What follows belongs to an exercise in optimizing a design on an open flow for small area; a production flow would make more cautious choices.
In this exercise RTL edits were held to simulation tests only and were not proved equivalent to the original.

==> branch willow: inputs <==
Design snake_top, start of the top module:
module snake_top (
    input  logic        clk25,
    input  logic        rst_n,
    input  logic        key_strobe,
    input  logic [7:0]  key_code,
    input  logic        step,
    input  logic [19:0] pix,
    output logic [11:0] rgb,
    output logic [12:0] head,
    output logic [12:0] apple,
    output logic [6:0]  score,
    output logic        dead
);
Settings: LEC_CHECK=0, ABC_AREA=1, CAP_MARGIN=0, CORE_MARGIN=2, CORE_UTILIZATION=40, GPL_TIMING_DRIVEN=0, PLACE_DENSITY=0.6, SLEW_MARGIN=0; clock period 10.0 ns.
standard.sh (not shown) runs the stock make flow with config.mk's settings and CLKGATE_MAP_FILE= SYNTH_SCRIPT=/design/flow/synth_recipe.tcl, a recipe that flattens the netlist after the stock synthesis.
==> flow/flow/run.sh <==
#!/bin/bash
# ORFS layout through standard.sh, with these changes to how it is made:
#  - synthesis: ABC maps the pixel path (pix -> rgb registers) for delay and
#    everything else for area (abc_pix.script, abc_area.script, ABC_AREA 1);
#  - port buffers are buf_1 cells;
#  - CTS inserts no dummy loads and uses clkbuf_4/clkbuf_8 buffers.
set -uo pipefail
rm -rf scripts_mod
cp -r "$FLOW_HOME/scripts" scripts_mod
cp flow/abc_area.script flow/abc_pix.script scripts_mod/
python3 flow/patch_synth.py scripts_mod/synth.tcl > patch.log 2>&1 || exit 1
export SCRIPTS_DIR=$PWD/scripts_mod
export BUFFER_PORTS_ARGS="-buffer_cell sky130_fd_sc_hd__buf_1"
export CTS_ARGS="-sink_clustering_enable -repair_clock_nets -dont_use_dummy_load -buf_list {sky130_fd_sc_hd__clkbuf_4} -root_buf sky130_fd_sc_hd__clkbuf_8"
bash standard.sh > standard.log 2>&1
==> flow/flow/abc_area.script <==
strash
dch
amap
topo
stime -c
==> flow/flow/abc_pix.script <==
strash
dch
map -D 2000
topo
==> flow/flow/patch_synth.py <==
# Patch a copy of ORFS's synth.tcl: map the logic in the pixel input's cone
# (pix -> rgb registers) with a delay-driven ABC script first, then the rest
# with the area script.
import sys
p = sys.argv[1]
s = open(p).read()
old = "  log_cmd abc {*}$abc_args\n"
new = '''  set a_pix [lreplace $abc_args 1 1 $::env(SCRIPTS_DIR)/abc_pix.script]
  select -set pixl w:pix %co* t:sky130_fd_sc_hd__* %d
  log_cmd abc {*}$a_pix @pixl
  select -clear
  log_cmd abc {*}$abc_args
'''
assert s.count(old) == 1
open(p, 'w').write(s.replace(old, new))
==> branch tundra (differences from branch willow) <==
--- a/flow/design.v
+++ b/flow/design.v
@@ -25,23 +25,28 @@
             default:    is_arrow = 1'b0;
         endcase
     end
     assign is_restart = (key_code == 8'h29);
     always_ff @(posedge clk25 or negedge rst_n) begin
         if (!rst_n) begin
-            turn    <= {1'b0, DIR_RIGHT};
+            turn[2] <= 1'b0;
             restart <= 1'b0;
         end else begin
             restart <= key_strobe && is_restart;   
             if (key_strobe && is_arrow) begin
-                turn <= {1'b1, key_dir};
+                turn[2] <= 1'b1;
             end else if (key_strobe && is_restart) begin
                 turn[2] <= 1'b0;
             end
         end
     end
+    always_ff @(posedge clk25) begin
+        if (key_strobe && is_arrow) begin
+            turn[1:0] <= key_dir;
+        end
+    end
 endmodule
 `timescale 1ns/1ps
 module snake_execute (
     input  logic         clk25,
     input  logic         rst_n,
     input  logic         step,
@@ -68,14 +73,14 @@
     logic [5:0]  step_mod_y;
     logic [6:0]  head_x;
     logic [5:0]  head_y;
     logic [12:0] head_nxt;
     logic        eat, grow, turn_ok, move;
     logic [15:0] cz;            
-    assign su[1]      = ~last_dir[0];
-    assign sv[1]      = last_dir[0] ^ last_dir[1];
+    assign su[1]      = last_dir[0];
+    assign sv[1]      = ~(last_dir[0] ^ last_dir[1]);
     assign su[15:2]   = lsu;
     assign sv[15:2]   = lsv;
     function automatic logic [5:0] inc6(input logic [5:0] x);
         logic c;
         c = 1'b1;
         for (int k = 0; k < 6; k++) begin
@@ -161,35 +166,35 @@
         x_c[0] = x_en;
         for (int k = 1; k < 7; k++) x_c[k] = x_c[k-1] & (head_x[k-1] ^ dn);
         y_c[0] = y_en;
         for (int k = 1; k < 6; k++) y_c[k] = y_c[k-1] & (head_y[k-1] ^ dn);
     end
     assign head_nxt = {head_y ^ y_c, head_x ^ x_c};
-    assign eat     = (head_x == {1'b0, apple_x}) && (head_y == apple_y);
+    assign eat     = (head_x[5:0] == apple_x) && (head_y == apple_y);
     assign grow    = eat && !(sc[3] && sc[2]);         
     assign turn_ok = turn[2] && (turn[1] != last_dir[1]);
     assign move    = step && !dead;
     logic x_wrap, y_wrap;
     assign x_wrap = &step_mod_x[5:1];
     assign y_wrap = step_mod_y[5] && step_mod_y[3] && step_mod_y[2] && step_mod_y[1];
     always_ff @(posedge clk25 or negedge rst_n) begin
         if (!rst_n) begin
             head       <= {6'd0, 7'd3};
-            lsu[3:2]   <= 2'b00;    
-            lsv[3:2]   <= 2'b00;
+            lsu[3:2]   <= 2'b11;    
+            lsv[3:2]   <= 2'b11;
             sc         <= 4'd0;
             dir        <= DIR_RIGHT;
             last_dir   <= DIR_RIGHT;
             apple_x    <= 6'(6);
             apple_y    <= 6'(0);
             step_mod_x <= '0;
             step_mod_y <= '0;
         end else if (restart) begin
             head       <= {6'd0, 7'd3};
-            lsu[3:2]   <= 2'b00;
-            lsv[3:2]   <= 2'b00;
+            lsu[3:2]   <= 2'b11;
+            lsv[3:2]   <= 2'b11;
             sc         <= 4'd0;
             dir        <= DIR_RIGHT;
             last_dir   <= DIR_RIGHT;
             apple_x    <= 6'(6);
             apple_y    <= 6'(0);
             step_mod_x <= '0;
@@ -215,13 +220,13 @@
                     apple_y <= step_mod_y;
                 end
             end
         end
     end
     always_ff @(posedge clk25) begin
-        if (move && !restart) begin
+        if (move) begin
             lsu[15:4] <= su[14:3];
             lsv[15:4] <= sv[14:3];
         end
     end
 endmodule
 `timescale 1ns/1ps
@@ -258,14 +263,14 @@
         for (int k = 0; k < 7; k++) begin
             radd[k] = a[k] ^ b[k] ^ c;
             c = (a[k] & b[k]) | (c & (a[k] ^ b[k]));
         end
     endfunction
     logic [6:0] dy7, du7, dv7;
-    assign dx  = radd({1'b0, cx}, ~head[6:0], 1'b1);
-    assign dy7 = radd({1'b0, cy}, {1'b1, ~head[12:7]}, 1'b1);
+    assign dx  = radd(head[6:0], {1'b1, ~cx}, 1'b1);
+    assign dy7 = radd({1'b0, head[12:7]}, {2'b11, ~cy}, 1'b1);
     assign dy  = dy7[5:0];
     assign fit = (dx[6:4] == 3'b000 || dx[6:4] == 3'b111)
               && (dy[5:4] == 2'b00  || dy[5:4] == 2'b11);
     assign du7 = radd({2'b00, dx[4], dx[4:0]}, {2'b00, dy[4], dy[4:0]}, 1'b0);
     assign dv7 = radd({2'b00, dx[4], dx[4:0]}, {2'b11, ~dy[4], ~dy[4:0]}, 1'b1);
     assign du  = du7[5:0];
==> flow/flow/run.sh (replaced) <==
#!/bin/bash
# ORFS layout through standard.sh, with these changes to how it is made:
#  - synthesis: ABC maps the pixel path (pix -> rgb registers) for delay and
#    everything else for area (abc_pix.script, abc_area.script, ABC_AREA 1);
#  - port buffers are buf_1 cells;
#  - CTS inserts no dummy loads and uses clkbuf_4/clkbuf_8 buffers;
#  - half-adder cells are added to the platform's don't-use list, so ABC
#    maps those sums and carries with the logic around them.
set -uo pipefail
rm -rf scripts_mod
cp -r "$FLOW_HOME/scripts" scripts_mod
cp flow/abc_area.script flow/abc_pix.script scripts_mod/
python3 flow/patch_synth.py scripts_mod/synth.tcl > patch.log 2>&1 || exit 1
export SCRIPTS_DIR=$PWD/scripts_mod
export BUFFER_PORTS_ARGS="-buffer_cell sky130_fd_sc_hd__buf_1"
export CTS_ARGS="-sink_clustering_enable -repair_clock_nets -dont_use_dummy_load -buf_list {sky130_fd_sc_hd__clkbuf_4 sky130_fd_sc_hd__clkbuf_8} -root_buf sky130_fd_sc_hd__clkbuf_8"
DU=$(sed -n '/DONT_USE_CELLS/,/^$/p' "$FLOW_HOME/platforms/$FLOW_PLATFORM/config.mk" | tr -d '\\' | sed 's/export DONT_USE_CELLS += //' | tr -s ' \n' ' ')
echo "DONT_USE_CELLS=$DU" > dont_use.log
bash standard.sh "DONT_USE_CELLS=$DU sky130_fd_sc_hd__ha_1 sky130_fd_sc_hd__ha_2 sky130_fd_sc_hd__ha_4" finish > standard.log 2>&1
==> flow/flow/abc_pix.script (replaced) <==
strash
dch
map -D 2400
topo
Settings changed: SETUP_SLACK_MARGIN set to -0.15.
==> branch nickel (differences from branch willow) <==
--- a/flow/design.v
+++ b/flow/design.v
@@ -25,23 +25,28 @@
             default:    is_arrow = 1'b0;
         endcase
     end
     assign is_restart = (key_code == 8'h29);
     always_ff @(posedge clk25 or negedge rst_n) begin
         if (!rst_n) begin
-            turn    <= {1'b0, DIR_RIGHT};
+            turn[2] <= 1'b0;
             restart <= 1'b0;
         end else begin
             restart <= key_strobe && is_restart;   
             if (key_strobe && is_arrow) begin
-                turn <= {1'b1, key_dir};
+                turn[2] <= 1'b1;
             end else if (key_strobe && is_restart) begin
                 turn[2] <= 1'b0;
             end
         end
     end
+    always_ff @(posedge clk25) begin
+        if (key_strobe && is_arrow) begin
+            turn[1:0] <= key_dir;
+        end
+    end
 endmodule
 `timescale 1ns/1ps
 module snake_execute (
     input  logic         clk25,
     input  logic         rst_n,
     input  logic         step,
@@ -68,14 +73,14 @@
     logic [5:0]  step_mod_y;
     logic [6:0]  head_x;
     logic [5:0]  head_y;
     logic [12:0] head_nxt;
     logic        eat, grow, turn_ok, move;
     logic [15:0] cz;            
-    assign su[1]      = ~last_dir[0];
-    assign sv[1]      = last_dir[0] ^ last_dir[1];
+    assign su[1]      = last_dir[0];
+    assign sv[1]      = ~(last_dir[0] ^ last_dir[1]);
     assign su[15:2]   = lsu;
     assign sv[15:2]   = lsv;
     function automatic logic [5:0] inc6(input logic [5:0] x);
         logic c;
         c = 1'b1;
         for (int k = 0; k < 6; k++) begin
@@ -161,35 +166,35 @@
         x_c[0] = x_en;
         for (int k = 1; k < 7; k++) x_c[k] = x_c[k-1] & (head_x[k-1] ^ dn);
         y_c[0] = y_en;
         for (int k = 1; k < 6; k++) y_c[k] = y_c[k-1] & (head_y[k-1] ^ dn);
     end
     assign head_nxt = {head_y ^ y_c, head_x ^ x_c};
-    assign eat     = (head_x == {1'b0, apple_x}) && (head_y == apple_y);
+    assign eat     = (head_x[5:0] == apple_x) && (head_y == apple_y);
     assign grow    = eat && !(sc[3] && sc[2]);         
     assign turn_ok = turn[2] && (turn[1] != last_dir[1]);
     assign move    = step && !dead;
     logic x_wrap, y_wrap;
     assign x_wrap = &step_mod_x[5:1];
     assign y_wrap = step_mod_y[5] && step_mod_y[3] && step_mod_y[2] && step_mod_y[1];
     always_ff @(posedge clk25 or negedge rst_n) begin
         if (!rst_n) begin
             head       <= {6'd0, 7'd3};
-            lsu[3:2]   <= 2'b00;    
-            lsv[3:2]   <= 2'b00;
+            lsu[3:2]   <= 2'b11;    
+            lsv[3:2]   <= 2'b11;
             sc         <= 4'd0;
             dir        <= DIR_RIGHT;
             last_dir   <= DIR_RIGHT;
             apple_x    <= 6'(6);
             apple_y    <= 6'(0);
             step_mod_x <= '0;
             step_mod_y <= '0;
         end else if (restart) begin
             head       <= {6'd0, 7'd3};
-            lsu[3:2]   <= 2'b00;
-            lsv[3:2]   <= 2'b00;
+            lsu[3:2]   <= 2'b11;
+            lsv[3:2]   <= 2'b11;
             sc         <= 4'd0;
             dir        <= DIR_RIGHT;
             last_dir   <= DIR_RIGHT;
             apple_x    <= 6'(6);
             apple_y    <= 6'(0);
             step_mod_x <= '0;
@@ -215,13 +220,13 @@
                     apple_y <= step_mod_y;
                 end
             end
         end
     end
     always_ff @(posedge clk25) begin
-        if (move && !restart) begin
+        if (move) begin
             lsu[15:4] <= su[14:3];
             lsv[15:4] <= sv[14:3];
         end
     end
 endmodule
 `timescale 1ns/1ps
@@ -258,14 +263,14 @@
         for (int k = 0; k < 7; k++) begin
             radd[k] = a[k] ^ b[k] ^ c;
             c = (a[k] & b[k]) | (c & (a[k] ^ b[k]));
         end
     endfunction
     logic [6:0] dy7, du7, dv7;
-    assign dx  = radd({1'b0, cx}, ~head[6:0], 1'b1);
-    assign dy7 = radd({1'b0, cy}, {1'b1, ~head[12:7]}, 1'b1);
+    assign dx  = radd(head[6:0], {1'b1, ~cx}, 1'b1);
+    assign dy7 = radd({1'b0, head[12:7]}, {2'b11, ~cy}, 1'b1);
     assign dy  = dy7[5:0];
     assign fit = (dx[6:4] == 3'b000 || dx[6:4] == 3'b111)
               && (dy[5:4] == 2'b00  || dy[5:4] == 2'b11);
     assign du7 = radd({2'b00, dx[4], dx[4:0]}, {2'b00, dy[4], dy[4:0]}, 1'b0);
     assign dv7 = radd({2'b00, dx[4], dx[4:0]}, {2'b11, ~dy[4], ~dy[4:0]}, 1'b1);
     assign du  = du7[5:0];
==> flow/flow/run.sh (replaced) <==
#!/bin/bash
# ORFS layout through standard.sh, with these changes to how it is made:
#  - synthesis: ABC maps the pixel path (pix -> rgb registers) for delay and
#    everything else for area (abc_pix.script, abc_area.script, ABC_AREA 1);
#  - port buffers are buf_1 cells;
#  - CTS inserts no dummy loads and uses clkbuf_4/clkbuf_8 buffers;
#  - half-adder cells are added to the platform's don't-use list, so ABC
#    maps those sums and carries with the logic around them.
set -uo pipefail
rm -rf scripts_mod
cp -r "$FLOW_HOME/scripts" scripts_mod
cp flow/abc_area.script flow/abc_pix.script scripts_mod/
python3 flow/patch_synth.py scripts_mod/synth.tcl > patch.log 2>&1 || exit 1
export SCRIPTS_DIR=$PWD/scripts_mod
export BUFFER_PORTS_ARGS="-buffer_cell sky130_fd_sc_hd__buf_1"
export CTS_ARGS="-sink_clustering_enable -repair_clock_nets -dont_use_dummy_load -buf_list {sky130_fd_sc_hd__clkbuf_4 sky130_fd_sc_hd__clkbuf_8} -root_buf sky130_fd_sc_hd__clkbuf_8"
DU=$(sed -n '/DONT_USE_CELLS/,/^$/p' "$FLOW_HOME/platforms/$FLOW_PLATFORM/config.mk" | tr -d '\\' | sed 's/export DONT_USE_CELLS += //' | tr -s ' \n' ' ')
echo "DONT_USE_CELLS=$DU" > dont_use.log
bash standard.sh "DONT_USE_CELLS=$DU sky130_fd_sc_hd__ha_1 sky130_fd_sc_hd__ha_2 sky130_fd_sc_hd__ha_4" finish > standard.log 2>&1
==> flow/flow/abc_pix.script (replaced) <==
strash
dch
map -D 4500
topo
Settings changed: SETUP_SLACK_MARGIN set to -0.15.
==> branch maple (differences from branch willow) <==
--- a/flow/flow/run.sh
+++ b/flow/flow/run.sh
@@ -8,8 +8,8 @@
 rm -rf scripts_mod
 cp -r "$FLOW_HOME/scripts" scripts_mod
 cp flow/abc_area.script flow/abc_pix.script scripts_mod/
 python3 flow/patch_synth.py scripts_mod/synth.tcl > patch.log 2>&1 || exit 1
 export SCRIPTS_DIR=$PWD/scripts_mod
 export BUFFER_PORTS_ARGS="-buffer_cell sky130_fd_sc_hd__buf_1"
-export CTS_ARGS="-sink_clustering_enable -repair_clock_nets -dont_use_dummy_load -buf_list {sky130_fd_sc_hd__clkbuf_4} -root_buf sky130_fd_sc_hd__clkbuf_8"
+export CTS_ARGS="-sink_clustering_enable -repair_clock_nets -dont_use_dummy_load -buf_list {sky130_fd_sc_hd__clkbuf_4 sky130_fd_sc_hd__clkbuf_8} -root_buf sky130_fd_sc_hd__clkbuf_8"
 bash standard.sh > standard.log 2>&1
Settings changed: SETUP_SLACK_MARGIN set to -0.2.
==> run summary <==
In branch nickel the utilization is higher than in branch willow, by 1.4 points. Clock-buffer cell count is the same in branch nickel and branch maple. Against branch nickel, the clock skew of branch maple is higher by 0.015 ns. Of branch willow and branch nickel, branch willow has the higher area after synthesis (gap 13%, measured against branch nickel). Hold slack: branch willow > branch maple > branch tundra > branch nickel.

## separate check: timing with driven ports
The flow's constraints put no driver on any port. The routed layouts listed below were extracted and timed again, unchanged, in two steps.
Step 1: set_driving_cell puts a clkbuf_16 on clk25 and a buf_2 on each other input, an assumption about the parent block.
Step 2 adds t to the input delays and takes it off the output delays; t is the mean of the earliest and latest rising clock arrival at the registers after step 1. Input paths then give back, and output paths get back, about the clock's delay inside the block.
a / b / c = no drivers / after step 1 / after step 2; a / b = the first two.
run | shift t [ns] | slack for setup (ns) | slew at the worst register clock pin (ns)
branch willow | 0.419 | 0.416 / 0.434 / 0.015 | 0.11 / 0.11
branch tundra | 0.403 | 0.460 / 0.419 / 0.276 | 0.09 / 0.09
branch nickel | 0.410 | 0.449 / 0.464 / 0.053 | 0.09 / 0.09
branch maple | 0.421 | 0.395 / 0.356 / -0.007 | 0.11 / 0.11
Met with ideal ports but missed after step 2: setup timing in branch maple. The setup slack of branch maple, which loses most, moves by -0.039 ns with the drivers and by -0.402 ns with both steps.
